This design comes from an exercise in tuning for small area on the open sky130 flow, not from production work. Only simulation tests tie the RTL to the original design; equivalence was not proved.

File: design/flow/run.sh
#!/bin/bash
# synth_recipe.tcl (not shown) runs the flow's synth.tcl, then flattens the netlist and writes it again
# the make line also repeats each setting of config.mk as NAME=value (left out here)
make -C /OpenROAD-flow-scripts/flow DESIGN_CONFIG=/design/flow/config.mk WORK_HOME=/design/flow/orfs CLKGATE_MAP_FILE= SYNTH_SCRIPT=/design/flow/synth_recipe.tcl finish
File: design/flow/config.mk
export PLATFORM = sky130hd
export DESIGN_NAME = data_path
export DESIGN_NICKNAME = data_path
export VERILOG_FILES = /design/flow/design.v
export SDC_FILE = /design/flow/constraint.sdc
export NUM_CORES = 4
export LEC_CHECK = 0
export ABC_AREA = 1
export CAP_MARGIN = 20
export CORE_MARGIN = 2
export CORE_UTILIZATION = 60
export SLEW_MARGIN = 20
File: design/flow/constraint.sdc
create_clock -name core_clock -period 130.0 [get_ports {clock}]
set_input_delay 26.0000 -clock core_clock [delete_from_list [all_inputs] [get_ports {clock}]]
set_output_delay 26.0000 -clock core_clock [all_outputs]
set_load 0.01 [all_outputs]
File: design/flow/design.v
package data_path_pkg;
  localparam int DP_WIDTH = 32;
  localparam logic [4:0] OP_ADD  = 5'b00000;
  localparam logic [4:0] OP_SUB  = 5'b00001;
  localparam logic [4:0] OP_AND  = 5'b00010;
  localparam logic [4:0] OP_MUL  = 5'b00011;
  localparam logic [4:0] OP_DIV  = 5'b00100;
  localparam logic [4:0] OP_OR   = 5'b00101;
  localparam logic [4:0] OP_SHR  = 5'b00110;
  localparam logic [4:0] OP_SHL  = 5'b00111;
  localparam logic [4:0] OP_SHRA = 5'b01000;
  localparam logic [4:0] OP_ROR  = 5'b01001;
  localparam logic [4:0] OP_ROL  = 5'b01010;
  localparam logic [4:0] OP_NEG  = 5'b01011;
  localparam logic [4:0] OP_NOT  = 5'b01100;
endpackage
module reg32 #(
  parameter int W = 32
) (
  input  logic         clock,
  input  logic         clear,
  input  logic         load,
  input  logic [W-1:0] d,
  output logic [W-1:0] q
);
  always_ff @(posedge clock or negedge clear) begin
    if (!clear)    q <= '0;
    else if (load) q <= d;
  end
endmodule
module alu
#(
  parameter int W = data_path_pkg::DP_WIDTH
) (
  input  logic [W-1:0]   a,
  input  logic [W-1:0]   b,
  input  logic [4:0]     opcode,
  input  logic           inc_pc,
  output logic [2*W-1:0] result
);
  localparam int SW = $clog2(W);
  logic [SW-1:0]  sh, rsh;
  logic [2*W-1:0] prod;
  logic [W-1:0]   ua, ub, uq, ur, quo, rem;
  logic [W-1:0]   ax, bx, sum, rot, mask_l, mask_r;
  logic           cin, bz, left;
  always_comb begin
    logic sub_op, neg_op;
    sub_op = !inc_pc && (opcode == data_path_pkg::OP_SUB);
    neg_op = !inc_pc && (opcode == data_path_pkg::OP_NEG);
    ax  = (inc_pc || neg_op) ? '0 : a;
    bx  = (sub_op || neg_op) ? ~b : b;
    cin = inc_pc || sub_op || neg_op;
  end
  assign sum = radd(ax, bx, cin);
  assign sh     = b[SW-1:0];
  assign left   = (opcode == data_path_pkg::OP_SHL) || (opcode == data_path_pkg::OP_ROL);
  assign rsh    = left ? SW'(-sh) : sh;
  assign rot    = W'({a, a} >> rsh);
  assign mask_l = {W{1'b1}} << sh;             
  for (genvar i = 0; i < W; i++) begin : g_mask
    assign mask_r[i] = mask_l[W-1-i];         
  end
  bmul #(.W(W)) u_mul (.a(a), .b(b), .p(prod));
  assign ua = cneg(a, a[W-1]);
  assign ub = cneg(b, b[W-1]);
  assign bz = (b == '0);
  udiv #(.W(W)) u_div (.n(ua), .d(ub), .q(uq), .r(ur));
  assign quo = cneg(uq, a[W-1] ^ b[W-1]);
  assign rem = cneg(ur, a[W-1]);
  function automatic logic [W-1:0] cneg(input logic [W-1:0] x, input logic s);
    logic [W-1:0] y;
    logic         any;
    any = 1'b0;
    for (int j = 0; j < W; j++) begin
      y[j] = x[j] ^ (s & any);
      any  = any | x[j];
    end
    cneg = y;
  endfunction
  function automatic logic [W-1:0] radd(input logic [W-1:0] x, input logic [W-1:0] y,
                                        input logic c0);
    logic [W-1:0] s;
    logic         c;
    c = c0;
    for (int j = 0; j < W; j++) begin
      s[j] = x[j] ^ y[j] ^ c;
      c    = (x[j] & y[j]) | (x[j] & c) | (y[j] & c);
    end
    radd = s;
  endfunction
  always_comb begin
    result = '0;
    if (inc_pc) begin
      result[W-1:0] = sum;
    end else begin
      case (opcode)
        data_path_pkg::OP_ADD:  result[W-1:0] = sum;
        data_path_pkg::OP_SUB:  result[W-1:0] = sum;
        data_path_pkg::OP_AND:  result[W-1:0] = a & b;
        data_path_pkg::OP_MUL:  result        = prod;
        data_path_pkg::OP_DIV:  if (!bz) result = {rem, quo};
        data_path_pkg::OP_OR:   result[W-1:0] = a | b;
        data_path_pkg::OP_SHR:  result[W-1:0] = rot & mask_r;
        data_path_pkg::OP_SHL:  result[W-1:0] = rot & mask_l;
        data_path_pkg::OP_SHRA: result[W-1:0] = rot & mask_r | {W{a[W-1]}} & ~mask_r;
        data_path_pkg::OP_ROR:  result[W-1:0] = rot;
        data_path_pkg::OP_ROL:  result[W-1:0] = rot;
        data_path_pkg::OP_NEG:  result[W-1:0] = sum;
        data_path_pkg::OP_NOT:  result[W-1:0] = ~b;
        default: result        = '0;
      endcase
    end
  end
endmodule
module bmul
#(
  parameter int W = 32
) (
  input  logic [W-1:0]   a,
  input  logic [W-1:0]   b,
  output logic [2*W-1:0] p
);
  localparam int R = W / 2;        
  logic [2*W-1:0] row [R+1];       
  logic [2*W-1:0] s [R+1];
  logic [2*W-1:0] c [R+1];
  for (genvar i = 0; i < R; i++) begin : g_pp
    logic       b0, b1, bm, one, two, neg;
    logic [W:0] x;                 
    assign b1  = b[2*i+1];
    assign b0  = b[2*i];
    if (i == 0) begin : g_bm0
      assign bm = 1'b0;
    end else begin : g_bmi
      assign bm = b[2*i-1];
    end
    assign one = b0 ^ bm;
    assign two = (b1 & ~b0 & ~bm) | (~b1 & b0 & bm);
    assign neg = b1 & ~(b0 & bm);
    for (genvar j = 0; j <= W; j++) begin : g_sel
      logic aj, ajm;
      assign aj  = (j == W) ? a[W-1] : a[j];
      assign ajm = (j == 0) ? 1'b0 : a[j-1];
      assign x[j] = ((one & aj) | (two & ajm)) ^ neg;
    end
    logic [2*W-1:0] r;
    always_comb begin
      r = '0;
      r[2*i +: W] = x[W-1:0];
      r[2*i + W]  = ~x[W];
      if (i > 0) r[2*i-2] = nego[i-1];
    end
    assign row[i] = r;
  end
  logic [R-1:0] nego;
  for (genvar i = 0; i < R; i++) begin : g_neg
    assign nego[i] = g_pp[i].neg;
  end
  localparam logic [2*W-1:0] K = kconst();
  function automatic logic [2*W-1:0] kconst();
    logic [2*W-1:0] k;
    k = '0;
    for (int i = 0; i < R; i++) k = k - ((2*W)'(1) << (W + 2*i));
    kconst = k;
  endfunction
  always_comb begin
    row[R] = K;
    row[R][2*R-2] = nego[R-1];
  end
  assign s[0] = row[0];
  assign c[0] = '0;
  for (genvar i = 1; i <= R; i++) begin : g_csa
    always_comb begin
      s[i] = s[i-1];
      c[i] = c[i-1];
      for (int j = 0; j < 2*W; j++) begin
        if (i == R || (j >= 2*i-2 && j <= 2*i + W)) begin
          s[i][j] = s[i-1][j] ^ c[i-1][j] ^ row[i][j];
          if (j + 1 < 2*W)
            c[i][j+1] = (s[i-1][j] & c[i-1][j]) | (s[i-1][j] & row[i][j]) | (c[i-1][j] & row[i][j]);
        end
      end
      if (i < R) c[i][2*i-2] = 1'b0;
      else       c[i][0] = 1'b0;
    end
  end
  always_comb begin
    logic cy;
    cy = 1'b0;
    for (int j = 0; j < 2*W; j++) begin
      p[j] = s[R][j] ^ c[R][j] ^ cy;
      cy   = (s[R][j] & c[R][j]) | (s[R][j] & cy) | (c[R][j] & cy);
    end
  end
endmodule
module udiv
#(
  parameter int W = 32
) (
  input  logic [W-1:0] n,
  input  logic [W-1:0] d,
  output logic [W-1:0] q,
  output logic [W-1:0] r
);
  logic [W-1:0] hz;        
  logic [W-1:0] rem [W+1];
  always_comb begin
    hz[W-1] = 1'b1;
    for (int k = W - 2; k >= 0; k--) hz[k] = hz[k+1] & ~d[k+1];
  end
  assign rem[0] = '0;
  for (genvar k = 0; k < W; k++) begin : g_row
    logic [k:0] t, rn;
    if (k == 0) begin : g_t0
      assign t = n[W-1];
    end else begin : g_tk
      assign t = {rem[k][k-1:0], n[W-1-k]};
    end
    div_row #(.N(k+1)) u_row (.t(t), .d(d[k:0]), .ok(hz[k]), .q(q[W-1-k]), .r(rn));
    if (k == W - 1) begin : g_last
      assign rem[k+1] = rn;
    end else begin : g_mid
      assign rem[k+1] = W'(rn);
    end
  end
  assign r = rem[W];
endmodule
module div_row
#(
  parameter int N = 8
) (
  input  logic [N-1:0] t,
  input  logic [N-1:0] d,
  input  logic         ok,
  output logic         q,
  output logic [N-1:0] r
);
  localparam int L = (N > 1) ? $clog2(N) : 1;
  logic [N-1:0] g [2*L];
  logic [N-1:0] p [2*L];
  logic [N:0]   c;           
  for (genvar j = 0; j < N; j++) begin : g_gp
    if (j == 0) begin : g_b0
      assign g[0][j] = t[j] | ~d[j];         
    end else begin : g_bj
      assign g[0][j] = t[j] & ~d[j];
    end
    assign p[0][j] = t[j] | ~d[j];
  end
  for (genvar l = 0; l < 2 * L - 1; l++) begin : g_lvl
    localparam int S = (l < L) ? (1 << l) : (1 << (2 * L - 2 - l));
    for (genvar j = 0; j < N; j++) begin : g_col
      localparam bit UP = (l < L) && ((j + 1) % (2 * S) == 0);
      localparam bit DN = (l >= L) && ((j + 1) % (2 * S) == S) && (j >= 3 * S - 1);
      if (UP || DN) begin : g_node
        assign g[l+1][j] = g[l][j] | (p[l][j] & g[l][j-S]);
        assign p[l+1][j] = p[l][j] & p[l][j-S];
      end else begin : g_pass
        assign g[l+1][j] = g[l][j];
        assign p[l+1][j] = p[l][j];
      end
    end
  end
  assign c = {g[2*L-1], 1'b1};
  assign q = ok & c[N];
  for (genvar j = 0; j < N; j++) begin : g_bit
    assign r[j] = t[j] ^ (q & (~d[j] ^ c[j]));
  end
endmodule
module data_path
#(
  parameter int WIDTH = data_path_pkg::DP_WIDTH
) (
  input  logic             clock,
  input  logic             clear,
  input  logic             R0in,  R1in,  R2in,  R3in,  R4in,  R5in,  R6in,  R7in,
  input  logic             R8in,  R9in,  R10in, R11in, R12in, R13in, R14in, R15in,
  input  logic             PCin,
  input  logic             HIin,
  input  logic             LOin,
  input  logic             Zin,
  input  logic             incPC,
  input  logic             MARin,
  input  logic             MDRin,
  input  logic             read,
  input  logic             InPortIn,
  input  logic             Cin,
  input  logic             Yin,
  input  logic [4:0]       opcode,
  input  logic [WIDTH-1:0] Mdatain,
  input  logic [WIDTH-1:0] InPortData,
  input  logic             R0out,  R1out,  R2out,  R3out,  R4out,  R5out,  R6out,  R7out,
  input  logic             R8out,  R9out,  R10out, R11out, R12out, R13out, R14out, R15out,
  input  logic             HIout,
  input  logic             LOout,
  input  logic             ZHighOut,
  input  logic             ZLowOut,
  input  logic             PCout,
  input  logic             MDRout,
  input  logic             InPortOut,
  input  logic             Cout,
  output logic [WIDTH-1:0] BusMuxOut,
  output logic [WIDTH-1:0] MARout_q
);
  logic [15:0]          r_in, r_out;
  logic [WIDTH-1:0]     r_q [16];
  logic [WIDTH-1:0]     pc_q, hi_q, lo_q, y_q, mar_q, mdr_q, mdr_d, c_q, inport_q;
  logic [2*WIDTH-1:0]   z_q, alu_result;
  logic [WIDTH-1:0]     bus;
  assign r_in  = {R15in, R14in, R13in, R12in, R11in, R10in, R9in, R8in,
                  R7in,  R6in,  R5in,  R4in,  R3in,  R2in,  R1in, R0in};
  assign r_out = {R15out, R14out, R13out, R12out, R11out, R10out, R9out, R8out,
                  R7out,  R6out,  R5out,  R4out,  R3out,  R2out,  R1out, R0out};
  for (genvar g = 0; g < 16; g++) begin : g_gpr
    reg32 #(.W(WIDTH)) u_r (.clock(clock), .clear(clear), .load(r_in[g]), .d(bus), .q(r_q[g]));
  end
  assign mdr_d = read ? Mdatain : bus;
  reg32 #(.W(WIDTH)) u_pc  (.clock(clock), .clear(clear), .load(PCin),     .d(bus),        .q(pc_q));
  reg32 #(.W(WIDTH)) u_hi  (.clock(clock), .clear(clear), .load(HIin),     .d(bus),        .q(hi_q));
  reg32 #(.W(WIDTH)) u_lo  (.clock(clock), .clear(clear), .load(LOin),     .d(bus),        .q(lo_q));
  reg32 #(.W(WIDTH)) u_y   (.clock(clock), .clear(clear), .load(Yin),      .d(bus),        .q(y_q));
  reg32 #(.W(WIDTH)) u_mar (.clock(clock), .clear(clear), .load(MARin),    .d(bus),        .q(mar_q));
  reg32 #(.W(WIDTH)) u_mdr (.clock(clock), .clear(clear), .load(MDRin),    .d(mdr_d),      .q(mdr_q));
  reg32 #(.W(WIDTH)) u_c   (.clock(clock), .clear(clear), .load(Cin),      .d(bus),        .q(c_q));
  reg32 #(.W(WIDTH)) u_in  (.clock(clock), .clear(clear), .load(InPortIn), .d(InPortData), .q(inport_q));
  reg32 #(.W(2*WIDTH)) u_z (.clock(clock), .clear(clear), .load(Zin),      .d(alu_result), .q(z_q));
  alu #(.W(WIDTH)) u_alu (
    .a(y_q), .b(bus), .opcode(opcode), .inc_pc(incPC), .result(alu_result)
  );
  always_comb begin
    bus = '0;
    if (Cout)      bus = c_q;
    if (InPortOut) bus = inport_q;
    if (MDRout)    bus = mdr_q;
    if (PCout)     bus = pc_q;
    if (ZLowOut)   bus = z_q[WIDTH-1:0];
    if (ZHighOut)  bus = z_q[2*WIDTH-1:WIDTH];
    if (LOout)     bus = lo_q;
    if (HIout)     bus = hi_q;
    for (int unsigned j = 0; j < 16; j++) begin
      if (r_out[15-j]) bus = r_q[15-j];
    end
  end
  assign BusMuxOut = bus;
  assign MARout_q  = mar_q;
endmodule
==> results.txt <==
## cells by family (layout without fill, tap and decap cells)
kind of cell,after synthesis,count (layout),synth area share (%)
AO/OA/AOI/OAI,2518,2518,13.4
XOR/XNOR,929,929,7.51
adder cells (fa/ha/maj),658,658,11.0
buffers and inverters,2968,2504,14.9
flip-flops,832,832,18.9
multiplexers,40,40,0.388
other,0,15,0
AND/OR/NAND/NOR,7842,7842,33.9
## state kept, by name, indices dropped and copies added, names as in the netlist
| name | cells |
|---|---|
| u_hi.q | 32 |
| u_pc.q | 32 |
| u_c.q | 32 |
| u_mar.q | 32 |
| u_in.q | 32 |
| u_z.q | 64 |
| u_lo.q | 32 |
| u_mdr.q | 32 |
| g_gpr.u_r.q | 512 |
| u_y.q | 32 |
## layout make-up
class	count	area, um2	share of cell area [%]
clock inverters	36	497	0.444
well taps	2385	2980	2.67
diodes	15	37.5	0.0336
inverters	1870	7590	6.79
clock buffers	122	2520	2.25
flip-flops and latches	832	20800	18.6
repair buffers	476	4030	3.60
multi-input cells	12000	73400	65.6
## layout by cell type (no fill, tap or decap), drive strengths merged, types with 21 or more instances in the layout
master,count
a21oi,917
a31oi,35
and2,33
buf,317
bufinv,28
clkbuf,124
clkdlybuf4s50,157
clkinv,106
dfrtp,832
fa,511
ha,146
inv,1763
mux2,21
nand2,4370
nand3,1680
nand3b,31
nand4,428
nor2,1204
nor3,35
o2111ai,26
o211ai,81
o21ai,824
o21bai,21
o221ai,34
o22ai,493
or2,52
xnor2,76
xor2,853
## through the flow
stage                     instance area, um2  setup slack [ns]  util [%]  hold slack [ns]
final                                 112000             47.30      61.2            0.496
after global routing                  112000             42.10      61.2            0.524
after CTS                             112000             48.47      61.1            0.494
after detailed placement              109000             47.95      59.5            0.479
after global placement                109000             49.24      59.4            0.466
after floorplan                       110000             63.19         -            0.448
## per-layer routing
layer	part of all wire, %	vias to the layer above	global-route usage, %
li1	-	49900	-
met1	37	52800	57.1
met5	0.021	-	0
met4	8.4	14	31.6
met2	43	6853	68.8
met3	12	1636	11.7
## worst max-delay path by stage
stage	startpoint	endpoint	slack, ns	cells past startpoint
after floorplan	MDRout	u_z.q[61]$_DFFE_PN0P_	63.19	404
after global placement	InPortOut	u_z.q[28]$_DFFE_PN0P_	49.24	373
after detailed placement	InPortOut	u_z.q[59]$_DFFE_PN0P_	47.95	369
after CTS	InPortOut	u_z.q[59]$_DFFE_PN0P_	48.47	369
after global routing	InPortOut	u_z.q[59]$_DFFE_PN0P_	42.10	389
final	InPortOut	u_z.q[59]$_DFFE_PN0P_	47.30	380
## worst reg2reg max path, delay by kind of cell (launching register included)
kind / cells / cell delay [ns]
AND/OR/NAND/NOR: 299 / 39.36
flip-flops: 1 / 0.33
buffers and inverters: 27 / 3.26
XOR/XNOR: 5 / 1.60
AO/OA/AOI/OAI: 45 / 11.75
adder cells (fa/ha/maj): 1 / 0.25
==> results.ini <==
[sta]
layout_worst_path_cycle_share_pct = 63.6
finClkSkew_ns = 0.0503
setup_violations = 0
setup_tns_ns = 0
post-route-min-period_ns = 82.70
hold_viol = 0
clock.fmax_mhz = 12.1
rsz0062_at_grt = false
slew_viol_final = 0
tightest_slew_ns = 1.36
relSlewSlack_pct = 8.22

[clock_network]
cts_tree = built
clock_latency_ns = 0.70
post_cts_buffers = 0
htree_levels = 3
clkSinkCount = 832
cts-buffers-inserted = 87
clkTransAtPathRegs_ns = 0.06
cts_buffer_depth = 3
root_buffer = clkbuf_16
hold_buffers = 0
cts_resized = 0

[die]
die_h_um = 432
dieArea_um2 = 187000
initial_core_util_pct = 60.2
die_w_um = 432
io_pins = 186
num_rows = 157
coreArea_um2 = 183000

[finish]
final_cells = 17700
layout-drive-gt1-share_pct = 12.5
fin_nets = 16000
syn2layout_area_growth_pct = 1.67
fill_cells = 16800

[critical_path]
cp-end-kind = flip-flop
slowest_stage = o22ai_1
arrival_ns = 83.29
rr_worst_depth = 377
r2r_slack_ns = 73.52
worstPathMaxFanout = 48
cp_common_cell = nand2_1
worst_r2r_startpoint = u_in.q[2]$_DFFE_PN0P_
startpoint_type = input pin
path_buf_inv = 28
timing.rr.end = u_z.q[59]$_DFFE_PN0P_
path_class = input pin to flip-flop
max_stage_delay_ns = 0.89
path_delay_family = simple AND/OR/NAND/NOR gates
cp_data_required_time_ns = 130.60

[detailed_routing]
dr.first_iter.drc_count = 13800
routedWlPerCell_um = 24.7
viasPerCell = 6.27
firstDrtPassIters = 9
vias = 111000
routed_wirelength_mm = 437
drc = 0
drt.antenna.violating_nets = 0

[run_status]
status = timing/DRC/antenna clean

[synth]
synth_area_leaders = dfrtp_1 (19%), nand2_1 (13%), fa_1 (9.3%)
synth_top_area_cell = dfrtp_1
synthTopCellsByCount = nand2_1 (3828), inv_1 (1612), nand3_1 (1439)
avgSynthCellArea_um2 = 6.97
async_flop_share_pct = 100
yosysTopAreaCellShare_pct = 18.9
synth_flop_cell = dfrtp_1
synth_area_um2 = 110000
synth_edf_count = 0
ys_ff_latch = 832
synthDistinctLibCells = 103
synthCells = 15800
synth_most_common_cell = nand2_1
seq_area_frac_synth_pct = 18.9
yosysWarnings = 107
syn_nets = 16600

[hold_path]
hold_class = flip-flop to flip-flop
holdPathEnd = u_mdr.q[28]$_DFFE_PN0P_
min_path_cells = 2
min_from = u_mdr.q[28]$_DFFE_PN0P_

[global_routing]
grt.overflow.total = 0
antenna_found_initial = 20
gr-usage-all-layers_pct = 45.6
grt_max_degree = 109
grt_pass1_wl_mm = 649
first_global_vias = 105000

[placed_design]
routabilityCongestion = 1.09
portBuffers = 185
place_hpwl_mm = 321
placed_cells_incl_taps = 17500

[run]
max-cap-violations = 0

==> re-timing with driven ports <==
In the flow no input, the clock included, has a driving cell. The finished layout below was timed again as built, in two steps. Step 1 (the two cells are an assumption about what drives the block):
set clk [get_ports {clock}]
set_driving_cell -lib_cell sky130_fd_sc_hd__clkbuf_16 $clk
set_driving_cell -lib_cell sky130_fd_sc_hd__buf_2 [delete_from_list [all_inputs] $clk]
Step 2 moves the port delays by t, midway between the first and last clock arrival at a register: inputs arrive t later, outputs are due t later. That takes back most of the time a late clock gives input paths. a / b / c = ideal ports / drivers / drivers and shift; a / b = the first two.
t (ns): 0.747
setup WS [ns]: 47.303 / 47.349 / 46.602
worst setup path at the end: input to register
After both steps this run still meets setup and hold. For this run, drivers alone change the setup slack by +0.046 ns; drivers and shift together by -0.701 ns.
